What follows belongs to an exercise in optimizing a design on an open flow for small area, a short achievable clock period and few clock cycles per item; a production flow would make more cautious choices. The RTL was checked by simulation tests, not by an equivalence proof against the original design.

==> flow/design.v (outline; a module is shown in full before it is edited, if it fits) <==
// module mul_unit: 1187 lines
// module mul_final: 137 lines
// module ooo_core: 139 lines
module ooo_core (
    input  wire logic        clk,
    input  wire logic        i_arst_n,
    input  wire logic        i_disp_valid,
    input  wire logic [2:0]  i_disp_op,
    input  wire logic [4:0]  i_disp_rdst,
    input  wire logic [31:0] i_disp_a,
    input  wire logic [31:0] i_disp_b,
    output logic             o_disp_ready,
    output logic             o_ret_valid,
    output logic [4:0]       o_ret_rdst,
    output logic [2:0]       o_ret_tag,
    output logic [31:0]      o_ret_data,
    input  wire logic        i_ret_ready
);
  // ...
==> flow/flow/run.sh <==
#!/bin/bash
# The standard layout (standard.sh, unchanged ORFS steps), with one synthesis option:
# SYNTH_ARGS=-noabc skips the quick "abc -fast" inside Yosys's generic synth, so that
# extract_fa meets the carry-save adder tree as the RTL writes it and maps it onto
# full-adder cells without inverters between them. The main ABC mapping still runs.
# Registers and their names are the same as the standard synthesis's.
# Port buffers: every input and output port still gets its own buffer, but the smallest
# plain buffer rather than a delay buffer; the resizer upsizes the ones that need it.
set -euo pipefail
cd "$(dirname "${BASH_SOURCE[0]}")/.."
export SYNTH_ARGS="-noabc"
export BUFFER_PORTS_ARGS="-buffer_cell sky130_fd_sc_hd__buf_1"
bash standard.sh > flow_standard.log 2>&1
==> flow/standard.sh <==
#!/bin/bash
# synth_recipe.tcl (not shown) runs the flow's synth.tcl, then flattens the netlist and writes it again
# the make line also repeats each setting of config.mk as NAME=value (left out here)
make -C /OpenROAD-flow-scripts/flow DESIGN_CONFIG=/design/flow/config.mk WORK_HOME=/design/flow/orfs CLKGATE_MAP_FILE= SYNTH_SCRIPT=/design/flow/synth_recipe.tcl "${@:-finish}"
==> flow/config.mk <==
export PLATFORM = sky130hd
export DESIGN_NAME = ooo_core
export DESIGN_NICKNAME = ooo_core
export VERILOG_FILES = /design/flow/design.v
export SDC_FILE = /design/flow/constraint.sdc
export NUM_CORES = 4
export LEC_CHECK = 0
export CAP_MARGIN = 20
export CORE_MARGIN = 2
export CORE_UTILIZATION = 40
export SETUP_SLACK_MARGIN = 3.1
export SLEW_MARGIN = 20
export TNS_END_PERCENT = 0
==> flow/constraint.sdc <==
create_clock -name core_clock -period 6.5 [get_ports {clk}]
set_input_delay 1.3000 -clock core_clock [delete_from_list [all_inputs] [get_ports {clk}]]
set_output_delay 1.3000 -clock core_clock [all_outputs]
set_load 0.01 [all_outputs]
==> out/qor.yml, run 1 <==
clock_tree:
  holdBufCountCts: 0
  root_buffer: "clkbuf_16"
global_routing:
  grtUsageMet3_pct: 4.43
  grt_pass1_wl_um: 107000
  use_met1_pct: 32.1
  gr-max-usage-layer: "met2"
  grt_pass1_vias: 17400
floorplanning:
  core-area_um2: 57500
  die_h_um: 244
routing:
  vias_per_cell: 5.92
  vias: 17100
  drt-initial-drc-count: 1919
  ant_nets: 0
sta:
  clock-skew-final_ns: 0.0382
  setup_viol: 0
  rsz0062_at_grt: "true"
  fin_hold_ws_ns: 0.411
cells_and_area:
  top_regs: "cs2 (97), out_q (37), a1 (32)"
  clock_area_share_pct: 4.09
  buffers: 207
  drive_above_1_share_pct: 9.29
  multi_input_area_um2: 14700
setup_path:
  endpoint_kind: "register"
  crit_start: "two1[8]$_DFFE_PP_"
  cp_slowest_stage_delay_ns: 0.97
  r2r_slack_ns: 2.93
  cpMostUsedCell: "fa_1"
synthesis:
  synth_commonest_cells: "xnor2_1, a22oi_1, edfxtp_1, fa_1, clkbuf_1"
  synth_fa_ha_area_share_pct: 26.9
  synth_most_common_cell: "xnor2_1"
  synth_xor_area_share_pct: 14.1
  syn_area_um2: 23100
  synth.top_cell.area_share_pct: 31.9
status:
  status: "timing/DRC/antenna clean"
min_path:
  hold_start: "rdst1[4]$_DFFE_PP_"
  hold_path_class: "reg -> reg"
Testbench counts, summed over its fixed seeds: cycles 9,148, items 8,000.
==> inputs of run 2 (changes only) <==
--- a/flow/config.mk
+++ b/flow/config.mk
@@ -7,7 +7,6 @@
 export LEC_CHECK = 0
 export CAP_MARGIN = 20
 export CORE_MARGIN = 2
-export CORE_UTILIZATION = 40
+export CORE_UTILIZATION = 55
 export SETUP_SLACK_MARGIN = 3.1
 export SLEW_MARGIN = 20
-export TNS_END_PERCENT = 0
==> run 2 against run 1 <==
Synthesized cell count is the same. Clock skew shrank 0.025 ns. First-iteration DRC count is 2.8% higher. Cell count decreased by 5.6%. Area after synthesis unchanged. Worst setup slack improved by 0.10 ns.
==> out/qor.yml, run 2 <==
status:
  status: "timing/DRC/antenna clean"  # unchanged
routing:
  ant_nets: 0  # unchanged
  vias_per_cell: 6.30  # was 5.92
  route.detailed.drc: 0  # unchanged
  drt-initial-drc-count: 1973  # was 1,919
  vias: 17200  # was 17,100
  post_drt_wl_per_cell_um: 26.4  # was 24.7 um
  drt-pass1-iter-count: 7  # was 6
  routed_wl_um: 72000  # was 71,400 um
placement:
  dp_cells: 2556  # was 2,780
  placed_area_um2: 23900  # was 24,100 um^2
  dpl.hpwl_um: 49000  # was 49,300 um
  gp_congestion: 0.929  # was 0.907
  io_buffers: 117  # unchanged
cells_and_area:
  final_nets: 2602  # was 2,535
  area_growth_syn_to_layout_pct: 13.5  # was 11.5%
  max_flop_register: "cs2"  # unchanged
  final_common_cell: "xnor2_1"  # unchanged
  top_regs: "cs2 (97), out_q (37), a1 (32)"  # unchanged
  stdcell_count: 2725  # was 2,886
  final_cell_mix: "xnor2_1, a22oi_1, edfxtp_1"  # unchanged
  finalInstanceArea_um2: 26200  # was 25,800 um^2
  drive_above_1_share_pct: 12.8  # was 9.29%
  largest_register_ffs: 97  # unchanged
setup_path:
  critical_path.max_fanout: 4  # was 15
  arrival_ns: 3.80  # was 3.88 ns
  start_kind: "register"  # unchanged
  endpoint_kind: "register"  # unchanged
  crit_type: "reg -> reg"  # unchanged
  required_ns: 6.83  # was 6.81 ns
synthesis:
  ys_seq_elements: 252  # unchanged
  synth_cells: 2050  # unchanged
  yosysSeqAreaShare_pct: 32.6  # unchanged
  syn_area_um2: 23100  # unchanged
  yosysTopAreaCell: "edfxtp_1"  # unchanged
  synth_area_per_cell_um2: 11.3  # unchanged
  synth_most_common_cell: "xnor2_1"  # unchanged
  synth_ff_type: "edfxtp_1"  # unchanged
  async_flop_share_pct: 2.38  # unchanged
  synth_area_leaders: "edfxtp_1, fa_1, xnor2_1"  # unchanged
  synth_commonest_cells: "xnor2_1, a22oi_1, edfxtp_1, fa_1, clkbuf_1"  # unchanged
  syn_nets: 2487  # unchanged
  synth_cell_types: 58  # unchanged
  yosys_warnings: 1  # unchanged
  synth_edf_count: 246  # unchanged
  synth.top_cell.area_share_pct: 31.9  # unchanged
sta:
  tns_ns: 0  # unchanged
  report.final.hold_viol_count: 0  # unchanged
  max_clock_freq_mhz: 288  # was 280 MHz
  period_needed_ns: 3.47  # was 3.57 ns
  setup_viol: 0  # unchanged
  finalCritPeriodShare_pct: 53.4  # was 55.0%
  slew_viol_final: 0  # unchanged
  clock-skew-final_ns: 0.0136  # was 0.0382 ns
  rsz0062_at_grt: "true"  # unchanged
  relSlewSlack_pct: 34.3  # was 35.1%
  tightestPinTransition_ns: 0.986  # was 0.974 ns
job:
  max_cap_violations: 0  # unchanged
floorplanning:
  die_h_um: 209  # was 244 um
  rows: 75  # was 88
  pin_count: 118  # unchanged
  fp.dieW_um: 209  # was 244 um
  core-area_um2: 41800  # was 57,500 um^2
  die-area_um2: 43700  # was 59,700 um^2
  start_util_pct: 55.4  # was 40.2%
clock_tree:
  clkSinkCount: 252  # unchanged
  cts_tree: "built"  # unchanged
  holdBufCountCts: 0  # unchanged
  cts.clk_slew.worst_paths_ns: 0.06  # about the same
  htreeDepth: 1  # unchanged
  cts_buffers: 29  # was 30
  clk_path_buf_depth: 3  # unchanged
  insertion_delay_ns: 0.60  # about the same
  root_buffer: "clkbuf_16"  # unchanged
global_routing:
  grt_pass1_wl_um: 107000  # about the same
  grt-ovfl-total: 0  # unchanged
  grt_usage_pct: 32.9  # was 23.6%
  antenna_found_initial: 3  # was 0
  grt_max_degree: 127  # was 76
  grt_pass1_vias: 17200  # was 17,400
min_path:
  hold_path_class: "reg -> reg"  # unchanged
run 2: cell count changes in the layout (fill, tap and decap cells not counted), moves of 10 or more:
cell	previous run	this run
buf_4	70	104
buf_12	12	26
a22oi_1	257	247
buf_6	8	23
a22oi_2	0	10
run 2: layout make-up:
| type | count | area [um^2] |
|---|---|---|
| clock inverters | 16 | 153 |
| diodes | 2 | 5.00 |
| well taps | 539 | 674 |
| fillers | 3374 | 15500 |
| multi-input cells | 1531 | 14800 |
| flip-flops and latches | 252 | 7540 |
| clock buffers | 34 | 744 |
| repair buffers | 274 | 2050 |
| inverters | 77 | 289 |
run 2: critical path, stage by stage (launching register included):
cell and delay, ns:
edfxtp_1 0.40, fa_1 0.52, fa_1 0.58, ha_4 0.23, a21o_1 0.15, a21o_1 0.20, a221oi_2 0.27, o21ai_1 0.08
a311o_1 0.32, a311oi_2 0.33, xnor2_2 0.13
run 2: worst paths after layout:
kind,cells past startpoint,to,startpoint,slack [ns]
min in group asynchronous,1,tag_q[2]$_DFFE_PN0P_,i_arst_n,0.59
max reg2reg,10,out_q[30]$_DFFE_PP_,cs2[50]$_DFFE_PP_,3.03
min reg2reg,0,out_q[34]$_DFFE_PP_,rdst2[2]$_DFFE_PP_,0.42
max in group asynchronous,1,v2$_DFFE_PN0P_,i_arst_n,5.65
max,10,out_q[30]$_DFFE_PP_,cs2[50]$_DFFE_PP_,3.03
min,0,out_q[34]$_DFFE_PP_,rdst2[2]$_DFFE_PP_,0.42
run 2: per-stage QoR:
step           worst slack, ns  util [%]  hold slack, ns
2_1_floorplan             2.13         -           0.400
5_1_grt                   2.85      62.8           0.418
6_report                  3.03      62.8           0.415
4_1_cts                   2.93      61.4           0.413
3_5_place_dp              2.67      57.1           0.405
3_3_place_gp              2.68      57.1           0.400
run 2: metal layers:
layer	up-vias	GRT usage, %	part of all wire [%]
met5	-	0	0.018
met1	8440	44.9	41
li1	7521	-	-
met4	2	15.5	5.1
met2	997	51.0	45
met3	210	6.16	9.6
run 2: cell families after synthesis:
kind of cell | after synthesis | share of synthesized area [%]
adders and majority gates | 361 | 26.9
DFF | 252 | 32.6
and+or+nand+nor | 253 | 4.85
buffers and inverters | 268 | 4.44
AOI/OAI and AO/OA | 508 | 15.4
xor gates and xnor gates | 373 | 14.1
muxes | 35 | 1.70
run 2: what timing repair did:
action / CTS / global route
gates cloned: 1 / 1
resized for setup: 9 / 50
pin swaps: 5 / 13
setup buffers: 78 / 37
endpoints found under the setup margin: 87 / 33
==> inputs of run 3 (changes only) <==
--- a/flow/config.mk
+++ b/flow/config.mk
@@ -7,6 +7,6 @@
 export LEC_CHECK = 0
 export CAP_MARGIN = 20
 export CORE_MARGIN = 2
-export CORE_UTILIZATION = 55
+export CORE_UTILIZATION = 40
 export SETUP_SLACK_MARGIN = 3.1
 export SLEW_MARGIN = 20
==> run 3 against run 2 <==
Utilization down 17 points. Largest cell class unchanged. Still clean on timing, DRC and antenna. Non-clock buffer count is 2 lower. Clock-buffer cell count is 3 lower. Critical endpoint is now out_q[28]$_DFFE_PP_.
==> out/qor.yml, run 3 <==
min_path:
  hold_start: "rev2$_DFFE_PP_"  # was rdst2[2]$_DFFE_PP_
  min_to: "out_rev$_DFFE_PP_"  # was out_q[34]$_DFFE_PP_
  hold_path_class: "reg -> reg"  # unchanged
  holdPathStages: 0  # unchanged
placement:
  io_buffers: 117  # unchanged
  preCtsSetupSlack_ns: 2.64  # was 2.67 ns
  gp_congestion: 0.922  # was 0.929
  placed_area_um2: 24100  # was 23,900 um^2
  dp_cells: 2785  # was 2,556
  dpl.hpwl_um: 49700  # was 49,000 um
clock_tree:
  root_buffer: "clkbuf_16"  # unchanged
  cts_tree: "built"  # unchanged
  htreeDepth: 1  # unchanged
  cts.clk_slew.worst_paths_ns: 0.06  # about the same
  insertion_delay_ns: 0.60  # about the same
  cts_buffers: 29  # unchanged
  clk_path_buf_depth: 3  # unchanged
  clkSinkCount: 252  # unchanged
  holdBufCountCts: 0  # unchanged
setup_path:
  crit_type: "reg -> reg"  # unchanged
  r2r_slack_ns: 3.04  # was 3.03 ns
  critPathBufInv: 0  # unchanged
  arrival_ns: 3.78  # was 3.80 ns
  crit_chain: "fa_1 -> fa_1 -> ha_4 -> a21o_1 -> a21o_1 -> a221oi_2 -> o21ai_1 -> a311o_2 -> o31ai_4 -> xnor2_2"  # was fa_1 -> fa_1 -> ha_4 -> a21o_1 -> a21o_1 -> a221oi_2 -> o21ai_1 -> a311o_1 -> a311oi_2 -> xnor2_2
  endpoint_kind: "register"  # unchanged
  reg2reg_to: "out_q[28]$_DFFE_PP_"  # was out_q[30]$_DFFE_PP_
  critical_path.max_fanout: 3  # was 4
  crit_family: "compound AO/OA/AOI/OAI gates"  # unchanged
  cpMaxStageDelayCell: "fa_1"  # unchanged
  cp_slowest_stage_delay_ns: 0.56  # was 0.58 ns
  start_kind: "register"  # unchanged
  r2r-start: "cs2[52]$_DFFE_PP_"  # was cs2[50]$_DFFE_PP_
  required_ns: 6.82  # was 6.83 ns
  ff2ff_path_depth: 10  # unchanged
floorplanning:
  start_util_pct: 40.2  # was 55.4%
  pin_count: 118  # unchanged
  die-area_um2: 59700  # was 43,700 um^2
  fp.dieW_um: 244  # was 209 um
  die_h_um: 244  # was 209 um
  core-area_um2: 57500  # was 41,800 um^2
  rows: 88  # was 75
routing:
  drt-initial-drc-count: 2121  # was 1,973
  ant_nets: 0  # unchanged
  top_layer_used: "met5"  # unchanged
  dr_wl_met2_um: 33200  # was 32,100 um
  routed_wl_um: 72700  # was 72,000 um
  detailroute.wirelength.met3_um: 7290  # was 6930 um
  routedLengthMet1_um: 29100  # was 29,300 um
  post_drt_wl_per_cell_um: 24.6  # was 26.4 um
  drt-pass1-iter-count: 6  # was 7
  vias_per_cell: 5.97  # was 6.30
  vias: 17600  # was 17,200
  route.detailed.drc: 0  # unchanged
cells_and_area:
  largest_register_ffs: 97  # unchanged
  finalInstanceArea_um2: 26600  # was 26,200 um^2
  final_nets: 2600  # was 2,602
  final_cell_mix: "xnor2_1, a22oi_1, edfxtp_1"  # unchanged
  top_regs: "cs2 (97), out_q (37), a1 (32)"  # unchanged
  n_fill_cell: 5273  # was 3,374
  final_common_cell: "xnor2_1"  # unchanged
  fin_util_pct: 46.3  # was 62.8%
  drive_above_1_share_pct: 12.5  # was 12.8%
  area_growth_syn_to_layout_pct: 15.1  # was 13.5%
  max_flop_register: "cs2"  # unchanged
  stdcell_count: 2952  # was 2,725
job:
  max_cap_violations: 0  # unchanged
global_routing:
  grt-ovfl-total: 0  # unchanged
  grt_pass1_wl_um: 109000  # was 107,000 um
  grt_usage_pct: 23.9  # was 32.9%
  grt_pass1_vias: 18000  # was 17,200
  grt_max_degree: 76  # was 127
  antenna_found_initial: 0  # was 3
synthesis:
  syn_area_um2: 23100  # unchanged
  synth.top_cell.area_share_pct: 31.9  # unchanged
  yosysTopAreaCell: "edfxtp_1"  # unchanged
  async_flop_share_pct: 2.38  # unchanged
  ys_seq_elements: 252  # unchanged
  synth_ff_type: "edfxtp_1"  # unchanged
  syn_nets: 2487  # unchanged
  synth_edf_count: 246  # unchanged
  synth_cell_types: 58  # unchanged
  synth_cells: 2050  # unchanged
  synth_area_per_cell_um2: 11.3  # unchanged
  synth_most_common_cell: "xnor2_1"  # unchanged
  yosys_warnings: 1  # unchanged
  yosysSeqAreaShare_pct: 32.6  # unchanged
  synth_commonest_cells: "xnor2_1, a22oi_1, edfxtp_1, fa_1, clkbuf_1"  # unchanged
  synth_area_leaders: "edfxtp_1, fa_1, xnor2_1"  # unchanged
sta:
  period_needed_ns: 3.46  # was 3.47 ns
  setup_viol: 0  # unchanged
  fin_hold_ws_ns: 0.419  # was 0.415 ns
  relSlewSlack_pct: 37.0  # was 34.3%
  report.final.hold_viol_count: 0  # unchanged
  rsz0062_at_grt: "true"  # unchanged
  clock-skew-final_ns: 0.0179  # was 0.0136 ns
  tightestPinTransition_ns: 0.942  # was 0.986 ns
  setup_ws_ns: 3.04  # was 3.03 ns
  finalCritPeriodShare_pct: 53.2  # was 53.4%
  tns_ns: 0  # unchanged
  slew_viol_final: 0  # unchanged
  max_clock_freq_mhz: 289  # was 288 MHz
status:
  status: "timing/DRC/antenna clean"  # unchanged
## run 3: kinds of logic after synthesis
logic type      Yosys count  synth area share (%)
simple gates            253                  4.85
xor+xnor                373                  14.1
fa+ha+maj               361                  26.9
mux                      35                  1.70
compound gates          508                  15.4
flops                   252                  32.6
buf+inv                 268                  4.44
## run 3: area by class of cell
cell class	instances	area (um^2)	share of cell area, %
diodes	1	2.50	0.00941
clock inverters	23	319	1.20
well taps	765	957	3.60
clock buffers	31	733	2.76
flip-flops and latches	252	7540	28.3
inverters	77	289	1.09
multi-input cells	1531	14700	55.4
repair buffers	272	2040	7.67
## run 3: worst max-delay path by stage
| stage | startpoint | to | slack [ns] | cells after the start |
|---|---|---|---|---|
| final | cs2[52]$_DFFE_PP_ | out_q[28]$_DFFE_PP_ | 3.04 | 10 |
| after global routing | cs2[46]$_DFFE_PP_ | out_q[28]$_DFFE_PP_ | 2.90 | 10 |
| after detailed placement | neg1[2]$_DFFE_PP_ | cs2[41]$_DFFE_PP_ | 2.64 | 6 |
| after global placement | i_disp_op[0] | a1[4]$_DFFE_PP_ | 2.39 | 6 |
| after floorplan | i_ret_ready | o_disp_ready | 2.13 | 1 |
| after CTS | one1[6]$_DFFE_PP_ | cs2[41]$_DFFE_PP_ | 3.06 | 7 |
## run 3: timing repair
item | in CTS | in global routing
gates cloned | 0 | 1
pin swaps | 17 | 4
setup endpoints to repair | 95 | 31
buffers inserted | 84 | 27
gates resized for setup | 15 | 25
## run 3: layer usage
metal	vias up	track usage [%]
met3	245	4.98
li1	7519	-
met1	8701	31.9
met5	-	0.735
met4	2	8.84
met2	1161	38.3
==> inputs of run 4 (changes only) <==
--- a/flow/flow/run.sh
+++ b/flow/flow/run.sh
@@ -6,8 +6,10 @@
 # Registers and their names are the same as the standard synthesis's.
 # Port buffers: every input and output port still gets its own buffer, but the smallest
 # plain buffer rather than a delay buffer; the resizer upsizes the ones that need it.
+# Clock tree: no dummy loads (and, here, larger sink clusters), for fewer clock cells.
 set -euo pipefail
 cd "$(dirname "${BASH_SOURCE[0]}")/.."
 export SYNTH_ARGS="-noabc"
 export BUFFER_PORTS_ARGS="-buffer_cell sky130_fd_sc_hd__buf_1"
+export CTS_ARGS="-sink_clustering_enable -repair_clock_nets -dont_use_dummy_load"
 bash standard.sh > flow_standard.log 2>&1
==> run 4 against run 3 <==
Critical path type unchanged. Critical path depth is 1 higher. Utilization is 0.71 points lower. Clock skew increased by 0.023 ns. Cell count is 1.1% lower. Wire length fell by 0.49%.
==> out/qor.yml, run 4 <==
status:
  status: "timing/DRC/antenna clean"  # unchanged
setup_path:
  r2r-start: "cs2[46]$_DFFE_PP_"  # was cs2[52]$_DFFE_PP_
  crit_family: "adder cells"  # was compound AO/OA/AOI/OAI gates
  reg2reg_to: "out_q[30]$_DFFE_PP_"  # was out_q[28]$_DFFE_PP_
  crit_type: "reg -> reg"  # unchanged
  arrival_ns: 3.83  # was 3.78 ns
  endpoint_kind: "register"  # unchanged
  crit_chain: "fa_1 -> fa_1 -> ha_4 -> buf_6 -> nand4_1 -> inv_2 -> a221oi_4 -> o21ai_1 -> a311o_2 -> a311oi_2 -> xnor2_1"  # was fa_1 -> fa_1 -> ha_4 -> a21o_1 -> a21o_1 -> a221oi_2 -> o21ai_1 -> a311o_2 -> o31ai_4 -> xnor2_2
  cp_slowest_stage_delay_ns: 0.56  # about the same
  required_ns: 6.83  # was 6.82 ns
  start_kind: "register"  # unchanged
  critical_path.max_fanout: 4  # was 3
  worst-path-stages: 11  # was 10
  ff2ff_path_depth: 11  # was 10
  cpMostUsedCell: "fa_1"
  cpMaxStageDelayCell: "fa_1"  # unchanged
  critPathBufInv: 2  # was 0
  r2r_slack_ns: 3.01  # was 3.04 ns
clock_tree:
  holdBufCountCts: 0  # unchanged
  root_buffer: "clkbuf_16"  # unchanged
  clkSinkCount: 252  # unchanged
  insertion_delay_ns: 0.58  # was 0.60 ns
  htreeDepth: 1  # unchanged
  cts.clk_slew.worst_paths_ns: 0.06  # about the same
  clk_path_buf_depth: 3  # unchanged
  cts_tree: "built"  # unchanged
  cts_buffers: 29  # unchanged
placement:
  dpl.hpwl_um: 49700  # unchanged
  preCtsSetupSlack_ns: 2.64  # unchanged
  placed_area_um2: 24100  # unchanged
  gp_congestion: 0.922  # unchanged
  dp_cells: 2785  # unchanged
  io_buffers: 117  # unchanged
synthesis:
  synth_ff_type: "edfxtp_1"  # unchanged
  async_flop_share_pct: 2.38  # unchanged
  synth_edf_count: 246  # unchanged
  synth.top_cell.area_share_pct: 31.9  # unchanged
  yosysSeqAreaShare_pct: 32.6  # unchanged
  synth_most_common_cell: "xnor2_1"  # unchanged
  synth_commonest_cells: "xnor2_1, a22oi_1, edfxtp_1, fa_1, clkbuf_1"  # unchanged
  synth_cells: 2050  # unchanged
  yosysTopAreaCell: "edfxtp_1"  # unchanged
  synth_area_per_cell_um2: 11.3  # unchanged
  ys_seq_elements: 252  # unchanged
  syn_area_um2: 23100  # unchanged
  yosys_warnings: 1  # unchanged
  synth_area_leaders: "edfxtp_1, fa_1, xnor2_1"  # unchanged
  synth_cell_types: 58  # unchanged
  syn_nets: 2487  # unchanged
routing:
  drt-pass1-iter-count: 6  # unchanged
  routed_wl_um: 72300  # was 72,700 um
  vias: 17500  # was 17,600
  vias_per_cell: 5.98  # was 5.97
  route.detailed.drc: 0  # unchanged
  dr_wl_met2_um: 33000  # was 33,200 um
  top_layer_used: "met4"  # was met5
  drt-initial-drc-count: 2269  # was 2,121
  routedLengthMet1_um: 29600  # was 29,100 um
  post_drt_wl_per_cell_um: 24.8  # was 24.6 um
  ant_nets: 0  # unchanged
  detailroute.wirelength.met3_um: 6660  # was 7290 um
floorplanning:
  rows: 88  # unchanged
  core-area_um2: 57500  # unchanged
  fp.dieW_um: 244  # unchanged
  start_util_pct: 40.2  # unchanged
  pin_count: 118  # unchanged
  die_h_um: 244  # unchanged
  die-area_um2: 59700  # unchanged
min_path:
  min_to: "out_rev$_DFFE_PP_"  # unchanged
  holdPathStages: 0  # unchanged
  hold_path_class: "reg -> reg"  # unchanged
  hold_start: "rev2$_DFFE_PP_"  # unchanged
sta:
  period_needed_ns: 3.49  # was 3.46 ns
  max_clock_freq_mhz: 286  # was 289 MHz
  tns_ns: 0  # unchanged
  finalCritPeriodShare_pct: 53.8  # was 53.2%
  tightestPinTransition_ns: 0.966  # was 0.942 ns
  rsz0062_at_grt: "true"  # unchanged
  relSlewSlack_pct: 35.3  # was 37.0%
  slew_viol_final: 0  # unchanged
  setup_viol: 0  # unchanged
  clock-skew-final_ns: 0.0410  # was 0.0179 ns
  setup_ws_ns: 3.01  # was 3.04 ns
  report.final.hold_viol_count: 0  # unchanged
cells_and_area:
  final_cell_mix: "xnor2_1, a22oi_1, edfxtp_1"  # unchanged
  final_nets: 2593  # was 2,600
  top_regs: "cs2 (97), out_q (37), a1 (32)"  # unchanged
  finalInstanceArea_um2: 26200  # was 26,600 um^2
  largest_register_ffs: 97  # unchanged
  stdcell_count: 2919  # was 2,952
  drive_above_1_share_pct: 11.5  # was 12.5%
  area_growth_syn_to_layout_pct: 13.3  # was 15.1%
  final_common_cell: "xnor2_1"  # unchanged
  max_flop_register: "cs2"  # unchanged
  diodes: 0  # was 1
global_routing:
  grt_pass1_vias: 17900  # was 18,000
  grt_max_degree: 76  # unchanged
  grt_pass1_wl_um: 109000  # about the same
  grt-ovfl-total: 0  # unchanged
  grt_usage_pct: 23.9  # about the same
  antenna_found_initial: 0  # unchanged
job:
  max_cap_violations: 0  # unchanged
run 4: cell types whose count changed in the layout (fill, tap and decap cells not counted), sizes merged:
cell	delta
clkinv	-9
bufinv	-7
clkbuf	-2
inv	-1
clkinvlp	-6
buf	-7
diode	-1
run 4: layout make-up:
cell class                 instances  area (um^2)
tap                              765          957
clock buffer                      29          726
timing repair buffer             265         1970
sequential                       252         7540
multi-input combinational       1531        14700
fill                            5307        31300
inverter                          77          289
run 4: what timing repair did:
| item | 4_1_cts | 5_1_grt |
|---|---|---|
| gates cloned | 0 | 1 |
| gates resized for setup | 11 | 32 |
| endpoints found under the setup margin | 92 | 29 |
| setup buffers | 79 | 25 |
| pin swaps | 14 | 12 |
run 4: per-layer routing:
layer	track usage, %	vias to the layer above
met2	38.0	1053
met5	0	-
li1	-	7478
met1	32.2	8704
met4	9.36	0
met3	4.65	229
run 4: worst max-delay path by stage:
stage / end / startpoint
detailed placement: cs2[41]$_DFFE_PP_ / neg1[2]$_DFFE_PP_
floorplan: o_disp_ready / i_ret_ready
global route: out_q[30]$_DFFE_PP_ / cs2[46]$_DFFE_PP_
global placement: a1[4]$_DFFE_PP_ / i_disp_op[0]
finish: out_q[30]$_DFFE_PP_ / cs2[46]$_DFFE_PP_
CTS: cs2[41]$_DFFE_PP_ / one1[6]$_DFFE_PP_
run 4: worst register-to-register path, cell delays in order, from the launching register on:
cell and delay (ns):
edfxtp_1 0.39, fa_1 0.56, fa_1 0.46, ha_4 0.28, buf_6 0.12, nand4_1 0.18, inv_2 0.08, a221oi_4 0.27
o21ai_1 0.09, a311o_2 0.41, a311oi_2 0.31, xnor2_1 0.09
run 4: per-stage QoR:
| stage | hold WS (ns) | utilization [%] |
|---|---|---|
| 4_1_cts | 0.408 | 44.9 |
| 6_report | 0.415 | 45.6 |
| 2_1_floorplan | 0.400 | - |
| 5_1_grt | 0.422 | 45.6 |
| 3_3_place_gp | 0.402 | 42.0 |
| 3_5_place_dp | 0.405 | 42.0 |
run 4: cell families (layout without fill, tap and decap cells):
logic type               after synthesis  after routing  synth area share (%)
AO/OA/AOI/OAI                        508            508                  15.4
flip-flops                           252            252                  32.6
buffers and inverters                268            371                  4.44
XOR/XNOR                             373            373                  14.1
adder cells (fa/ha/maj)              361            361                  26.9
multiplexers                          35             35                  1.70
AND/OR/NAND/NOR                      253            254                  4.85
==> inputs of run 5 (changes only) <==
--- a/flow/flow/run.sh
+++ b/flow/flow/run.sh
@@ -11,5 +11,5 @@
 cd "$(dirname "${BASH_SOURCE[0]}")/.."
 export SYNTH_ARGS="-noabc"
 export BUFFER_PORTS_ARGS="-buffer_cell sky130_fd_sc_hd__buf_1"
-export CTS_ARGS="-sink_clustering_enable -repair_clock_nets -dont_use_dummy_load"
+export CTS_ARGS="-sink_clustering_enable -repair_clock_nets -dont_use_dummy_load -sink_clustering_size 30 -sink_clustering_max_diameter 150"
 bash standard.sh > flow_standard.log 2>&1
==> run 5 against run 4 <==
Hold slack improved by 0.012 ns. Via count down 0.56%. Non-clock buffer count is 6 higher. Global-route usage down 0.31 points. Die area did not move. First-iteration DRC count decreased by 8.3%. Register-to-register slack hardly changed. Largest cell class unchanged.
==> out/qor.yml, run 5 <==
cells_and_area:
  max_flop_register: "cs2"  # unchanged
  n_fill_cell: 5353  # was 5,307
  final_nets: 2582  # was 2,593
  top_regs: "cs2 (97), out_q (37), a1 (32)"  # unchanged
  diodes: 0  # unchanged
  multi_input_area_um2: 14700  # about the same
  fin_util_pct: 45.0  # was 45.6%
  area_growth_syn_to_layout_pct: 11.7  # was 13.3%
  largest_register_ffs: 97  # unchanged
  seq_area_um2: 7540  # unchanged
  final_common_cell: "xnor2_1"  # unchanged
  drive_above_1_share_pct: 11.2  # was 11.5%
  stdcell_count: 2908  # was 2,919
  final_cell_mix: "xnor2_1, a22oi_1, edfxtp_1"  # unchanged
synthesis:
  syn_area_um2: 23100  # unchanged
  synth_edf_count: 246  # unchanged
  synth_commonest_cells: "xnor2_1, a22oi_1, edfxtp_1, fa_1, clkbuf_1"  # unchanged
  synth_area_per_cell_um2: 11.3  # unchanged
  synth_cells: 2050  # unchanged
  synth.top_cell.area_share_pct: 31.9  # unchanged
  synth_area_leaders: "edfxtp_1, fa_1, xnor2_1"  # unchanged
  synth_ff_type: "edfxtp_1"  # unchanged
  syn_nets: 2487  # unchanged
  synth_cell_types: 58  # unchanged
  synth_most_common_cell: "xnor2_1"  # unchanged
  yosys_warnings: 1  # unchanged
  async_flop_share_pct: 2.38  # unchanged
  yosysSeqAreaShare_pct: 32.6  # unchanged
  yosysTopAreaCell: "edfxtp_1"  # unchanged
  ys_seq_elements: 252  # unchanged
floorplanning:
  core-area_um2: 57500  # unchanged
  die-area_um2: 59700  # unchanged
  pin_count: 118  # unchanged
  rows: 88  # unchanged
  die_h_um: 244  # unchanged
  start_util_pct: 40.2  # unchanged
  fp.dieW_um: 244  # unchanged
setup_path:
  required_ns: 6.73  # was 6.83 ns
  endpoint_kind: "register"  # unchanged
  crit_type: "reg -> reg"  # unchanged
  arrival_ns: 3.72  # was 3.83 ns
  crit_start: "cs2[52]$_DFFE_PP_"  # was cs2[46]$_DFFE_PP_
  r2r-start: "cs2[52]$_DFFE_PP_"  # was cs2[46]$_DFFE_PP_
  critical_path.max_fanout: 4  # unchanged
  start_kind: "register"  # unchanged
  r2r_slack_ns: 3.01  # about the same
clock_tree:
  cts.clk_slew.worst_paths_ns: 0.10  # was 0.06 ns
  insertion_delay_ns: 0.50  # was 0.58 ns
  clkSinkCount: 252  # unchanged
  holdBufCountCts: 0  # unchanged
  cts_buffers: 12  # was 29
  root_buffer: "clkbuf_16"  # unchanged
  clk_path_buf_depth: 3  # unchanged
  cts_tree: "built"  # unchanged
  htreeDepth: 1  # unchanged
placement:
  dpl.hpwl_um: 49700  # unchanged
  dp_cells: 2785  # unchanged
  gp_congestion: 0.922  # unchanged
  io_buffers: 117  # unchanged
min_path:
  hold_path_class: "reg -> reg"  # unchanged
  hold_start: "rdst1[3]$_DFFE_PP_"  # was rev2$_DFFE_PP_
sta:
  fin_hold_ws_ns: 0.427  # was 0.415 ns
  rsz0062_at_grt: "true"  # unchanged
  period_needed_ns: 3.49  # about the same
  tightestPinTransition_ns: 0.978  # was 0.966 ns
  relSlewSlack_pct: 34.6  # was 35.3%
  report.final.hold_viol_count: 0  # unchanged
  clock-skew-final_ns: 0.0407  # was 0.0410 ns
  max_clock_freq_mhz: 287  # was 286 MHz
  slew_viol_final: 0  # unchanged
  tns_ns: 0  # unchanged
  finalCritPeriodShare_pct: 53.7  # was 53.8%
  setup_viol: 0  # unchanged
routing:
  vias_per_cell: 5.97  # was 5.98
  vias: 17400  # was 17,500
  routed_wl_um: 72200  # was 72,300 um
  route.detailed.drc: 0  # unchanged
  post_drt_wl_per_cell_um: 24.8  # about the same
  drt-initial-drc-count: 2081  # was 2,269
  ant_nets: 0  # unchanged
  drt-pass1-iter-count: 7  # was 6
global_routing:
  antenna_found_initial: 2  # was 0
  grt_pass1_vias: 17700  # was 17,900
  grt_pass1_wl_um: 108000  # was 109,000 um
  grt_max_degree: 76  # unchanged
  grt-ovfl-total: 0  # unchanged
  grt_usage_pct: 23.6  # was 23.9%
job:
  max_cap_violations: 0  # unchanged
status:
  status: "timing/DRC/antenna clean"  # unchanged
==> run 5: cell counts after synthesis <==
Identical to the previous run, type by type.
==> run 5: worst paths after layout <==
path	end	cells past startpoint
worst max-delay path	out_q[30]$_DFFE_PP_	10
worst min register to register	rdst2[3]$_DFFE_PP_	0
max in group asynchronous	out_v$_DFFE_PN0P_	1
min in group asynchronous	v1$_DFFE_PN0P_	1
worst min-delay path	rdst2[3]$_DFFE_PP_	0
worst max register to register	out_q[30]$_DFFE_PP_	10
==> run 5: area by class of cell <==
| cell class | instances | area share [%] |
|---|---|---|
| multi-input combinational | 1531 | 57.0 |
| sequential | 252 | 29.2 |
| clock buffer | 12 | 1.16 |
| tap | 765 | 3.70 |
| inverter | 77 | 1.12 |
| timing repair buffer | 271 | 7.82 |
==> run 5: critical path, cell delays in order, from the launching register on <==
cell	delay, ns
edfxtp_1	0.41
fa_1	0.56
fa_1	0.45
ha_4	0.26
a21o_1	0.16
a21o_1	0.20
a221oi_4	0.30
o21ai_1	0.09
a311o_2	0.41
a311oi_2	0.30
xnor2_1	0.09
==> run 5: timing repair <==
| action | in CTS | in global routing |
|---|---|---|
| endpoints found under the setup margin | 98 | 37 |
| cloned | 0 | 1 |
| setup buffers | 85 | 25 |
| gates resized for setup | 14 | 34 |
| pin swaps | 14 | 16 |
==> run 5: cells by family (layout without fill, tap and decap cells) <==
| logic type | Yosys count | after routing | synth area share [%] |
|---|---|---|---|
| flops | 252 | 252 | 32.6 |
| fa+ha+maj | 361 | 361 | 26.9 |
| mux | 35 | 35 | 1.70 |
| simple gates | 253 | 254 | 4.85 |
| xor+xnor | 373 | 373 | 14.1 |
| compound gates | 508 | 508 | 15.4 |
| buf+inv | 268 | 360 | 4.44 |
==> run 5: stage by stage <==
stage / worst slack [ns] / cell area, um^2
floorplan: 2.13 / 23200
global placement: 2.39 / 24100
detailed placement: 2.64 / 24100
CTS: 3.08 / 25400
global route: 2.89 / 25800
finish: 3.01 / 25800
==> run 5: layer usage <==
metal | up-vias | track usage (%) | share of wire, %
met1 | 8620 | 32.0 | 41
met5 | - | 0 | 0.044
met2 | 1111 | 37.6 | 46
met4 | 4 | 8.14 | 3.7
met3 | 185 | 4.66 | 9.9
li1 | 7446 | - | -
==> inputs of run 6 (changes only) <==
--- a/flow/flow/run.sh
+++ b/flow/flow/run.sh
@@ -11,5 +11,5 @@
 cd "$(dirname "${BASH_SOURCE[0]}")/.."
 export SYNTH_ARGS="-noabc"
 export BUFFER_PORTS_ARGS="-buffer_cell sky130_fd_sc_hd__buf_1"
-export CTS_ARGS="-sink_clustering_enable -repair_clock_nets -dont_use_dummy_load -sink_clustering_size 30 -sink_clustering_max_diameter 150"
+export CTS_ARGS="-sink_clustering_enable -repair_clock_nets -dont_use_dummy_load -sink_clustering_size 20 -sink_clustering_max_diameter 100"
 bash standard.sh > flow_standard.log 2>&1
==> run 6 against run 5 <==
Still clean. Design area rose by 0.26%. Maximum frequency is 1.1% higher. Sequential cell count stayed put. Worst setup slack better by 0.038 ns. First-iteration DRC count shrank 3.5%. Via count barely moved. Critical path type unchanged. Critical endpoint is now out_q[28]$_DFFE_PP_.
==> out/qor.yml, run 6 <==
cells_and_area:
  final_cell_mix: "xnor2_1, a22oi_1, edfxtp_1"  # unchanged
  stdcell_count: 2907  # was 2,908
  largest_register_ffs: 97  # unchanged
  final_common_cell: "xnor2_1"  # unchanged
  seq_area_um2: 7540  # unchanged
  top_regs: "cs2 (97), out_q (37), a1 (32)"  # unchanged
  max_flop_register: "cs2"  # unchanged
  drive_above_1_share_pct: 11.0  # was 11.2%
  diodes: 0  # unchanged
  multi_input_area_um2: 14700  # about the same
  area_growth_syn_to_layout_pct: 12.0  # was 11.7%
  final_nets: 2581  # was 2,582
  n_fill_cell: 5349  # was 5,353
synthesis:
  synth_edf_count: 246  # unchanged
  yosys_warnings: 1  # unchanged
  syn_area_um2: 23100  # unchanged
  synth_commonest_cells: "xnor2_1, a22oi_1, edfxtp_1, fa_1, clkbuf_1"  # unchanged
  synth_cells: 2050  # unchanged
  synth_top_family_by_area: "adder cells"  # unchanged
  synth_area_per_cell_um2: 11.3  # unchanged
  yosys.area_share.simple_pct: 4.85  # unchanged
  synth_cell_types: 58  # unchanged
  muxShareOfSynthArea_pct: 1.70  # unchanged
  synth_area_leaders: "edfxtp_1, fa_1, xnor2_1"  # unchanged
  ys_seq_elements: 252  # unchanged
  synth_xor_area_share_pct: 14.1  # unchanged
  yosysTopAreaCell: "edfxtp_1"  # unchanged
  syn_nets: 2487  # unchanged
  yosysSeqAreaShare_pct: 32.6  # unchanged
  synth-compound-area-share_pct: 15.4  # unchanged
  async_flop_share_pct: 2.38  # unchanged
  synth_ff_type: "edfxtp_1"  # unchanged
  synth_most_common_cell: "xnor2_1"  # unchanged
  synth_fa_ha_area_share_pct: 26.9  # unchanged
  synth.top_cell.area_share_pct: 31.9  # unchanged
routing:
  ant_nets: 0  # unchanged
  drt-pass1-iter-count: 7  # unchanged
  dr_wl_met2_um: 32900  # about the same
  top_layer_used: "met5"  # unchanged
  routedLengthMet1_um: 29300  # was 29,500 um
  post_drt_wl_per_cell_um: 24.8  # about the same
  vias_per_cell: 5.97  # about the same
  detailroute.wirelength.met3_um: 7030  # was 7130 um
  vias: 17400  # about the same
  route.detailed.drc: 0  # unchanged
  routed_wl_um: 72200  # about the same
  drt-initial-drc-count: 2008  # was 2,081
clock_tree:
  root_buffer: "clkbuf_16"  # unchanged
  clkSinkCount: 252  # unchanged
  clk_path_buf_depth: 3  # unchanged
  insertion_delay_ns: 0.53  # was 0.50 ns
  holdBufCountCts: 0  # unchanged
  cts_buffers: 17  # was 12
  cts_tree: "built"  # unchanged
  htreeDepth: 1  # unchanged
  cts.clk_slew.worst_paths_ns: 0.08  # was 0.10 ns
job:
  max_cap_violations: 0  # unchanged
floorplanning:
  rows: 88  # unchanged
  fp.dieW_um: 244  # unchanged
  die-area_um2: 59700  # unchanged
  core-area_um2: 57500  # unchanged
  die_h_um: 244  # unchanged
  pin_count: 118  # unchanged
  start_util_pct: 40.2  # unchanged
setup_path:
  endpoint_kind: "register"  # unchanged
  critical_path.max_fanout: 4  # unchanged
  crit_start: "cs2[52]$_DFFE_PP_"  # unchanged
  r2r-start: "cs2[52]$_DFFE_PP_"  # unchanged
  start_kind: "register"  # unchanged
  arrival_ns: 3.71  # was 3.72 ns
  required_ns: 6.76  # was 6.73 ns
  crit_type: "reg -> reg"  # unchanged
global_routing:
  grt_usage_pct: 23.8  # was 23.6%
  grt_max_degree: 76  # unchanged
  grt_pass1_vias: 17700  # about the same
  grt-ovfl-total: 0  # unchanged
  grt_pass1_wl_um: 109000  # was 108,000 um
  antenna_found_initial: 2  # unchanged
placement:
  io_buffers: 117  # unchanged
  dpl.hpwl_um: 49700  # unchanged
  preCtsSetupSlack_ns: 2.64  # unchanged
  gp_congestion: 0.922  # unchanged
  dp_cells: 2785  # unchanged
sta:
  max_clock_freq_mhz: 290  # was 287 MHz
  relSlewSlack_pct: 34.1  # was 34.6%
  finalCritPeriodShare_pct: 53.1  # was 53.7%
  setup_viol: 0  # unchanged
  setup_ws_ns: 3.05  # was 3.01 ns
  tightestPinTransition_ns: 0.984  # was 0.978 ns
  tns_ns: 0  # unchanged
  report.final.hold_viol_count: 0  # unchanged
  slew_viol_final: 0  # unchanged
  rsz0062_at_grt: "true"  # unchanged
  clock-skew-final_ns: 0.0333  # was 0.0407 ns
  period_needed_ns: 3.45  # was 3.49 ns
min_path:
  hold_path_class: "reg -> reg"  # unchanged
  hold_start: "rdst1[2]$_DFFE_PP_"  # was rdst1[3]$_DFFE_PP_
status:
  status: "timing/DRC/antenna clean"  # unchanged
[run 6: cell types whose count changed in the layout (fill, tap and decap cells not counted), moves of 3 or more]
cell       previous run  this run
a22oi_2               6         3
buf_4               104        99
a22oi_1             251       254
clkbuf_16            12        17
[run 6: cell families (layout without fill, tap and decap cells)]
kind of cell               after synthesis  count (layout)
and+or+nand+nor                        253             254
muxes                                   35              35
DFF                                    252             252
adders and majority gates              361             361
xor gates and xnor gates               373             373
buffers and inverters                  268             359
AOI/OAI and AO/OA                      508             508
[run 6: worst max-delay path, stage by stage (launching register included)]
cell      delay [ns]
edfxtp_1        0.41
fa_1            0.56
fa_1            0.46
ha_4            0.25
a21o_1          0.16
a21o_1          0.18
a221oi_2        0.29
o21ai_1         0.09
a311o_2         0.41
o31ai_4         0.23
xnor2_2         0.14
[run 6: layout make-up]
type	instances	share of cell area [%]
Tap cell	765	3.70
Clock buffer	17	1.64
Timing Repair Buffer	265	7.63
Multi-Input combinational cell	1531	56.8
Sequential cell	252	29.1
Inverter	77	1.12
[run 6: path summary, 6_finish.rpt]
kind	to	slack [ns]	cells past startpoint
worst min-delay path	rdst2[2]$_DFFE_PP_	0.42	0
worst max register to register	out_q[28]$_DFFE_PP_	3.05	10
max in group asynchronous	tag_q[2]$_DFFE_PN0P_	5.62	1
min in group asynchronous	v1$_DFFE_PN0P_	0.63	1
worst min register to register	rdst2[2]$_DFFE_PP_	0.42	0
worst max-delay path	out_q[28]$_DFFE_PP_	3.05	10
[run 6: what timing repair did]
item	in CTS	in global routing
gates cloned	0	1
setup buffers	81	23
setup endpoints to repair	94	28
resized for setup	13	26
pin swaps	12	13
[run 6: stage by stage]
stage               area (um^2)  hold slack [ns]  utilization (%)
floorplan                 23200            0.400                -
global placement          24100            0.402             42.0
detailed placement        24100            0.405             42.0
CTS                       25500            0.424             44.4
global route              25900            0.430             45.1
finish                    25900            0.423             45.1
[run 6: routing by layer]
metal / track usage, % / vias to the layer above
met5: 0 / -
met2: 37.9 / 1041
met4: 9.16 / 2
met3: 4.64 / 193
met1: 32.1 / 8684
li1: - / 7445
==> inputs of run 7 (changes only) <==
--- a/flow/flow/run.sh
+++ b/flow/flow/run.sh
@@ -6,7 +6,7 @@
 # Registers and their names are the same as the standard synthesis's.
 # Port buffers: every input and output port still gets its own buffer, but the smallest
 # plain buffer rather than a delay buffer; the resizer upsizes the ones that need it.
-# Clock tree: no dummy loads (and, here, larger sink clusters), for fewer clock cells.
+# Clock tree: no dummy loads and larger sink clusters, for fewer clock cells.
 set -euo pipefail
 cd "$(dirname "${BASH_SOURCE[0]}")/.."
 export SYNTH_ARGS="-noabc"
--- a/flow/config.mk
+++ b/flow/config.mk
@@ -8,5 +8,5 @@
 export CAP_MARGIN = 20
 export CORE_MARGIN = 2
 export CORE_UTILIZATION = 40
-export SETUP_SLACK_MARGIN = 3.1
+export SETUP_SLACK_MARGIN = 3.2
 export SLEW_MARGIN = 20
==> run 7 against run 6 <==
Sequential cell count stayed put. Global-route usage hardly changed. Worst setup slack better by 0.0033 ns. Non-clock buffer count is 37 higher. Synthesized cell count stayed put. Largest cell class unchanged. Area after synthesis stayed put. Via count is 0.93% higher. Sequential share of layout area is 0.80 points lower. Register-to-register slack hardly changed.
==> out/qor.yml, run 7 <==
routing:
  vias_per_cell: 5.96  # was 5.97
  dr_wl_met2_um: 33000  # was 32,900 um
  vias: 17500  # was 17,400
  detailroute.wirelength.met3_um: 6750  # was 7030 um
  post_drt_wl_per_cell_um: 24.8  # about the same
  routedLengthMet1_um: 30200  # was 29,300 um
  ant_nets: 0  # unchanged
  route.detailed.drc: 0  # unchanged
  drt-pass1-iter-count: 6  # was 7
  routed_wl_um: 73100  # was 72,200 um
  top_layer_used: "met4"  # was met5
  drt-initial-drc-count: 2145  # was 2,008
sta:
  slew_viol_final: 0  # unchanged
  tightestPinTransition_ns: 0.916  # was 0.984 ns
  report.final.hold_viol_count: 0  # unchanged
  period_needed_ns: 3.45  # about the same
  rsz0062_at_grt: "true"  # unchanged
  finalCritPeriodShare_pct: 53.0  # was 53.1%
  tns_ns: 0  # unchanged
  max_clock_freq_mhz: 290  # about the same
  relSlewSlack_pct: 38.7  # was 34.1%
  clock-skew-final_ns: 0.0430  # was 0.0333 ns
  setup_viol: 0  # unchanged
synthesis:
  yosys_warnings: 1  # unchanged
  yosys.area_share.simple_pct: 4.85  # unchanged
  synth_cell_types: 58  # unchanged
  yosysTopAreaCell: "edfxtp_1"  # unchanged
  synth_area_per_cell_um2: 11.3  # unchanged
  muxShareOfSynthArea_pct: 1.70  # unchanged
  synth-compound-area-share_pct: 15.4  # unchanged
  synth_edf_count: 246  # unchanged
  synth_ff_type: "edfxtp_1"  # unchanged
  synth_commonest_cells: "xnor2_1, a22oi_1, edfxtp_1, fa_1, clkbuf_1"  # unchanged
  async_flop_share_pct: 2.38  # unchanged
  yosysSeqAreaShare_pct: 32.6  # unchanged
  synth_cells: 2050  # unchanged
  ys_seq_elements: 252  # unchanged
  synth_top_family_by_area: "adder cells"  # unchanged
  synth.top_cell.area_share_pct: 31.9  # unchanged
  syn_nets: 2487  # unchanged
  synth_fa_ha_area_share_pct: 26.9  # unchanged
  synth_xor_area_share_pct: 14.1  # unchanged
  syn_area_um2: 23100  # unchanged
  synth_most_common_cell: "xnor2_1"  # unchanged
  synth_area_leaders: "edfxtp_1, fa_1, xnor2_1"  # unchanged
floorplanning:
  rows: 88  # unchanged
  die-area_um2: 59700  # unchanged
  die_h_um: 244  # unchanged
  start_util_pct: 40.2  # unchanged
  pin_count: 118  # unchanged
  core-area_um2: 57500  # unchanged
  fp.dieW_um: 244  # unchanged
clock_tree:
  holdBufCountCts: 0  # unchanged
  root_buffer: "clkbuf_16"  # unchanged
  clkSinkCount: 252  # unchanged
  insertion_delay_ns: 0.53  # about the same
  htreeDepth: 1  # unchanged
  cts_tree: "built"  # unchanged
  cts.clk_slew.worst_paths_ns: 0.08  # about the same
  cts_buffers: 17  # unchanged
  clk_path_buf_depth: 3  # unchanged
cells_and_area:
  diodes: 0  # unchanged
  final_cell_mix: "xnor2_1, edfxtp_1, a22oi_1"  # was xnor2_1, a22oi_1, edfxtp_1
  top_regs: "cs2 (97), out_q (37), a1 (32)"  # unchanged
  max_flop_register: "cs2"  # unchanged
  n_fill_cell: 5237  # was 5,349
  final_nets: 2617  # was 2,581
  area_growth_syn_to_layout_pct: 15.2  # was 12.0%
  drive_above_1_share_pct: 15.3  # was 11.0%
  multi_input_area_um2: 15000  # was 14,700 um^2
  final_common_cell: "xnor2_1"  # unchanged
  seq_area_um2: 7540  # unchanged
  largest_register_ffs: 97  # unchanged
  fin_util_pct: 46.3  # was 45.1%
status:
  status: "timing/DRC/antenna clean"  # unchanged
global_routing:
  grt_max_degree: 145  # was 76
  grt_pass1_wl_um: 109000  # about the same
  grt_usage_pct: 23.8  # about the same
  grt-ovfl-total: 0  # unchanged
  grt_pass1_vias: 17500  # was 17,700
  antenna_found_initial: 3  # was 2
placement:
  io_buffers: 117  # unchanged
  dpl.hpwl_um: 50000  # was 49,700 um
  gp_congestion: 0.911  # was 0.922
setup_path:
  crit_type: "reg -> reg"  # unchanged
  start_kind: "register"  # unchanged
  required_ns: 6.76  # about the same
  arrival_ns: 3.71  # about the same
  critical_path.max_fanout: 4  # unchanged
  endpoint_kind: "register"  # unchanged
min_path:
  hold_path_class: "reg -> reg"  # unchanged
job:
  max_cap_violations: 0  # unchanged
[run 7: changes by cell type in the layout (fill, tap and decap cells not counted), sizes merged]
cell / delta
buf: +35
clkbuf: +2
nand2b: -1
[run 7: worst paths after layout]
check | start | endpoint | slack (ns) | depth (start not counted)
min | rdst1[1]$_DFFE_PP_ | rdst2[1]$_DFFE_PP_ | 0.42 | 0
min in group asynchronous | i_arst_n | out_v$_DFFE_PN0P_ | 0.68 | 1
max in group asynchronous | i_arst_n | tag_q[2]$_DFFE_PN0P_ | 5.57 | 1
min reg2reg | rdst1[1]$_DFFE_PP_ | rdst2[1]$_DFFE_PP_ | 0.42 | 0
max | cs2[48]$_DFFE_PP_ | out_q[29]$_DFFE_PP_ | 3.05 | 10
max reg2reg | cs2[48]$_DFFE_PP_ | out_q[29]$_DFFE_PP_ | 3.05 | 10
[run 7: area by class of cell]
class	instances	share of cell area, %
clock buffers	17	1.60
well taps	765	3.59
multi-input cells	1530	56.3
repair buffers	302	9.16
flip-flops and latches	252	28.3
inverters	77	1.09
[run 7: routing by layer]
layer | global-route usage (%) | up-vias
met5 | 0 | -
met3 | 3.84 | 198
met1 | 33.3 | 8686
li1 | - | 7521
met4 | 8.79 | 0
met2 | 37.4 | 1121
[run 7: what timing repair did]
action,CTS,global route
setup buffers,120,23
setup endpoints to repair,98,35
resized for setup,27,95
pin swaps,17,48
gates cloned,0,4
[run 7: critical path, stage by stage (launching register included)]
cell and delay, ns:
edfxtp_1 0.41, fa_1 0.52, fa_2 0.57, ha_4 0.22, a21oi_4 0.18, o21ai_2 0.06
o21ai_1 0.18, a311o_1 0.20, nand3_2 0.15, and3_1 0.23, or4b_1 0.46
[run 7: cell families after synthesis]
| group | count (synthesis) |
|---|---|
| flip-flops | 252 |
| AND/OR/NAND/NOR | 253 |
| buffers and inverters | 268 |
| XOR/XNOR | 373 |
| multiplexers | 35 |
| AO/OA/AOI/OAI | 508 |
| adder cells (fa/ha/maj) | 361 |
[run 7: per-stage QoR]
step                setup slack [ns]  cells  cell area [um^2]  hold slack [ns]
floorplan                       2.13   2050             23200            0.400
CTS                             2.97   2916             25900            0.422
global placement                2.46   2778             24100            0.401
global route                    2.92   2943             26600            0.426
finish                          3.05   2943             26600            0.419
detailed placement              2.68   2779             24100            0.407
==> inputs of run 8 (changes only) <==
--- a/flow/config.mk
+++ b/flow/config.mk
@@ -8,5 +8,5 @@
 export CAP_MARGIN = 20
 export CORE_MARGIN = 2
 export CORE_UTILIZATION = 40
-export SETUP_SLACK_MARGIN = 3.2
+export SETUP_SLACK_MARGIN = 3.0
 export SLEW_MARGIN = 20
==> run 8 against run 7 <==
Still clean. Design area is 2.9% lower. Maximum frequency is 3.5% lower. Clock skew is 0.0034 ns higher. Non-clock buffer count is 38 lower. Cell count is 1.3% lower.
==> out/qor.yml, run 8 <==
routing:
  post_drt_wl_per_cell_um: 24.7  # was 24.8 um
  vias_per_cell: 5.97  # was 5.96
  vias: 17300  # was 17,500
  route.detailed.drc: 0  # unchanged
  ant_nets: 0  # unchanged
  routed_wl_um: 71700  # was 73,100 um
  drt-initial-drc-count: 1997  # was 2,145
  drt-pass1-iter-count: 6  # unchanged
setup_path:
  r2r_slack_ns: 2.93  # was 3.05 ns
  arrival_ns: 3.83  # was 3.71 ns
  crit_type: "reg -> reg"  # unchanged
  reg2reg_to: "out_q[30]$_DFFE_PP_"  # was out_q[29]$_DFFE_PP_
  ff2ff_path_depth: 10  # unchanged
  critical_path.max_fanout: 4  # unchanged
  endpoint_kind: "register"  # unchanged
  r2r-start: "cs2[52]$_DFFE_PP_"  # was cs2[48]$_DFFE_PP_
  required_ns: 6.76  # about the same
  start_kind: "register"  # unchanged
sta:
  slew_viol_final: 0  # unchanged
  max_clock_freq_mhz: 280  # was 290 MHz
  report.final.hold_viol_count: 0  # unchanged
  rsz0062_at_grt: "true"  # unchanged
  tightestPinTransition_ns: 1.09  # was 0.916 ns
  tns_ns: 0  # unchanged
  finalCritPeriodShare_pct: 55.0  # was 53.0%
  setup_viol: 0  # unchanged
  period_needed_ns: 3.57  # was 3.45 ns
  relSlewSlack_pct: 27.4  # was 38.7%
  clock-skew-final_ns: 0.0464  # was 0.0430 ns
synthesis:
  syn_nets: 2487  # unchanged
  synth.top_cell.area_share_pct: 31.9  # unchanged
  syn_area_um2: 23100  # unchanged
  synth_commonest_cells: "xnor2_1, a22oi_1, edfxtp_1, fa_1, clkbuf_1"  # unchanged
  synth_area_per_cell_um2: 11.3  # unchanged
  synth_ff_type: "edfxtp_1"  # unchanged
  yosys_warnings: 1  # unchanged
  synth_most_common_cell: "xnor2_1"  # unchanged
  async_flop_share_pct: 2.38  # unchanged
  yosysTopAreaCell: "edfxtp_1"  # unchanged
  synth_cell_types: 58  # unchanged
  synth_area_leaders: "edfxtp_1, fa_1, xnor2_1"  # unchanged
  ys_seq_elements: 252  # unchanged
  synth_cells: 2050  # unchanged
  yosysSeqAreaShare_pct: 32.6  # unchanged
  synth_edf_count: 246  # unchanged
clock_tree:
  cts.clk_slew.worst_paths_ns: 0.08  # about the same
  clkSinkCount: 252  # unchanged
  cts_tree: "built"  # unchanged
  clk_path_buf_depth: 3  # unchanged
  insertion_delay_ns: 0.54  # was 0.53 ns
  root_buffer: "clkbuf_16"  # unchanged
  cts_buffers: 17  # unchanged
  htreeDepth: 1  # unchanged
  holdBufCountCts: 0  # unchanged
cells_and_area:
  final_common_cell: "xnor2_1"  # unchanged
  final_nets: 2579  # was 2,617
  area_growth_syn_to_layout_pct: 11.9  # was 15.2%
  drive_above_1_share_pct: 10.9  # was 15.3%
  diodes: 0  # unchanged
  largest_register_ffs: 97  # unchanged
  top_regs: "cs2 (97), out_q (37), a1 (32)"  # unchanged
  final_cell_mix: "xnor2_1, a22oi_1, edfxtp_1"  # was xnor2_1, edfxtp_1, a22oi_1
  max_flop_register: "cs2"  # unchanged
  n_fill_cell: 5321  # was 5,237
floorplanning:
  fp.dieW_um: 244  # unchanged
  start_util_pct: 40.2  # unchanged
  rows: 88  # unchanged
  pin_count: 118  # unchanged
  die-area_um2: 59700  # unchanged
  die_h_um: 244  # unchanged
  core-area_um2: 57500  # unchanged
placement:
  gp_congestion: 0.920  # was 0.911
  dpl.hpwl_um: 49100  # was 50,000 um
  io_buffers: 117  # unchanged
global_routing:
  grt_max_degree: 124  # was 145
  grt_usage_pct: 23.8  # about the same
  grt-ovfl-total: 0  # unchanged
  grt_pass1_wl_um: 108000  # was 109,000 um
  antenna_found_initial: 0  # was 3
  grt_pass1_vias: 17500  # about the same
min_path:
  hold_start: "rdst1[2]$_DFFE_PP_"  # was rdst1[1]$_DFFE_PP_
  min_to: "rdst2[2]$_DFFE_PP_"  # was rdst2[1]$_DFFE_PP_
  hold_path_class: "reg -> reg"  # unchanged
  holdPathStages: 0  # unchanged
status:
  status: "timing/DRC/antenna clean"  # unchanged
job:
  max_cap_violations: 0  # unchanged
[run 8: cell counts after synthesis]
No cell type changed its count.
[run 8: final cells by class]
cell class | count | area (um^2) | area share (%)
Multi-Input combinational cell | 1530 | 14700 | 56.8
Sequential cell | 252 | 7540 | 29.1
Inverter | 77 | 289 | 1.12
Tap cell | 765 | 957 | 3.70
Timing Repair Buffer | 264 | 1960 | 7.59
Clock buffer | 17 | 425 | 1.64
[run 8: how the worst max path moves through the flow]
stage                                  from                  end  slack [ns]  cells after the start
after floorplan                 i_ret_ready         o_disp_ready        2.13                      1
after global placement         i_disp_op[0]     a1[24]$_DFFE_PP_        2.20                      5
after detailed placement  neg1[0]$_DFFE_PP_    cs2[35]$_DFFE_PP_        2.52                      6
after CTS                 cs2[52]$_DFFE_PP_  out_q[30]$_DFFE_PP_        2.90                     10
after global routing      cs2[52]$_DFFE_PP_  out_q[30]$_DFFE_PP_        2.84                     10
final                     cs2[52]$_DFFE_PP_  out_q[30]$_DFFE_PP_        2.93                     10
[run 8: repair_timing]
item	CTS	global route
buffers inserted	76	33
resized for setup	21	6
setup endpoints to repair	97	47
pin swaps	19	5
[run 8: worst max-delay path: stages (launching register included)]
cell and delay [ns]:
edfxtp_1 0.40, fa_1 0.56, fa_1 0.46, ha_4 0.25, a21o_1 0.16, a21o_1 0.18, a221oi_2 0.32, o21ai_1 0.09
a311o_2 0.38, a311oi_2 0.33, xnor2_2 0.17
[run 8: routing by layer]
metal	part of all wire [%]	wire length [um]	GRT usage, %
met1	41	29100	32.8
met2	45	32200	37.5
met3	9.9	7070	3.53
met4	4.6	3330	10.0
met5	0	0	0
[run 8: through the flow]
step	hold WS [ns]	setup slack [ns]	instances	util, %	cell area [um^2]
floorplan	0.400	2.13	2050	-	23100
global route	0.444	2.84	2905	45.0	25900
finish	0.423	2.93	2905	45.0	25900
detailed placement	0.405	2.52	2779	42.0	24100
global placement	0.400	2.20	2777	41.9	24100
CTS	0.425	2.90	2872	44.3	25400
[run 8: kinds of logic (layout without fill, tap and decap cells)]
family | count (synthesis) | after routing | share of synthesized area, %
compound gates | 508 | 508 | 15.4
xor+xnor | 373 | 373 | 14.1
fa+ha+maj | 361 | 361 | 26.9
buf+inv | 268 | 358 | 4.44
simple gates | 253 | 253 | 4.85
flops | 252 | 252 | 32.6
mux | 35 | 35 | 1.70

[port drivers added, routing unchanged]
The results above use ideal ports. As a check the final layouts listed here were re-extracted and re-timed, cells and wires unchanged. Step 1, drivers: a clkbuf_16 drives clk and a buf_2 each remaining input, both assumed. Step 2 times the ports against the registers' clock, not the clock port: input delays grow and output delays shrink by t, the midpoint of the rising clock arrivals with the driver on. Three values: no drivers, after step 1, after step 2; two values: the first two.
run	shift t [ns]	slack for setup (ns)	cell pins on the clock port's net
run 1	0.641	2.926 / 2.926 / 2.848	1
run 2	0.648	3.028 / 3.028 / 2.975	1
run 3	0.654	3.044 / 3.044 / 2.878	1
run 4	0.620	3.006 / 3.006 / 2.831	1
run 5	0.539	3.011 / 3.011 / 2.829	1
run 6	0.572	3.049 / 3.049 / 2.828	1
run 7	0.565	3.053 / 3.053 / 2.847	1
run 8	0.581	2.927 / 2.927 / 2.683	1
After both steps every run listed still meets setup and hold. For run 8, which loses most, drivers alone change the setup slack by 0.000 ns; drivers and shift together by -0.244 ns.
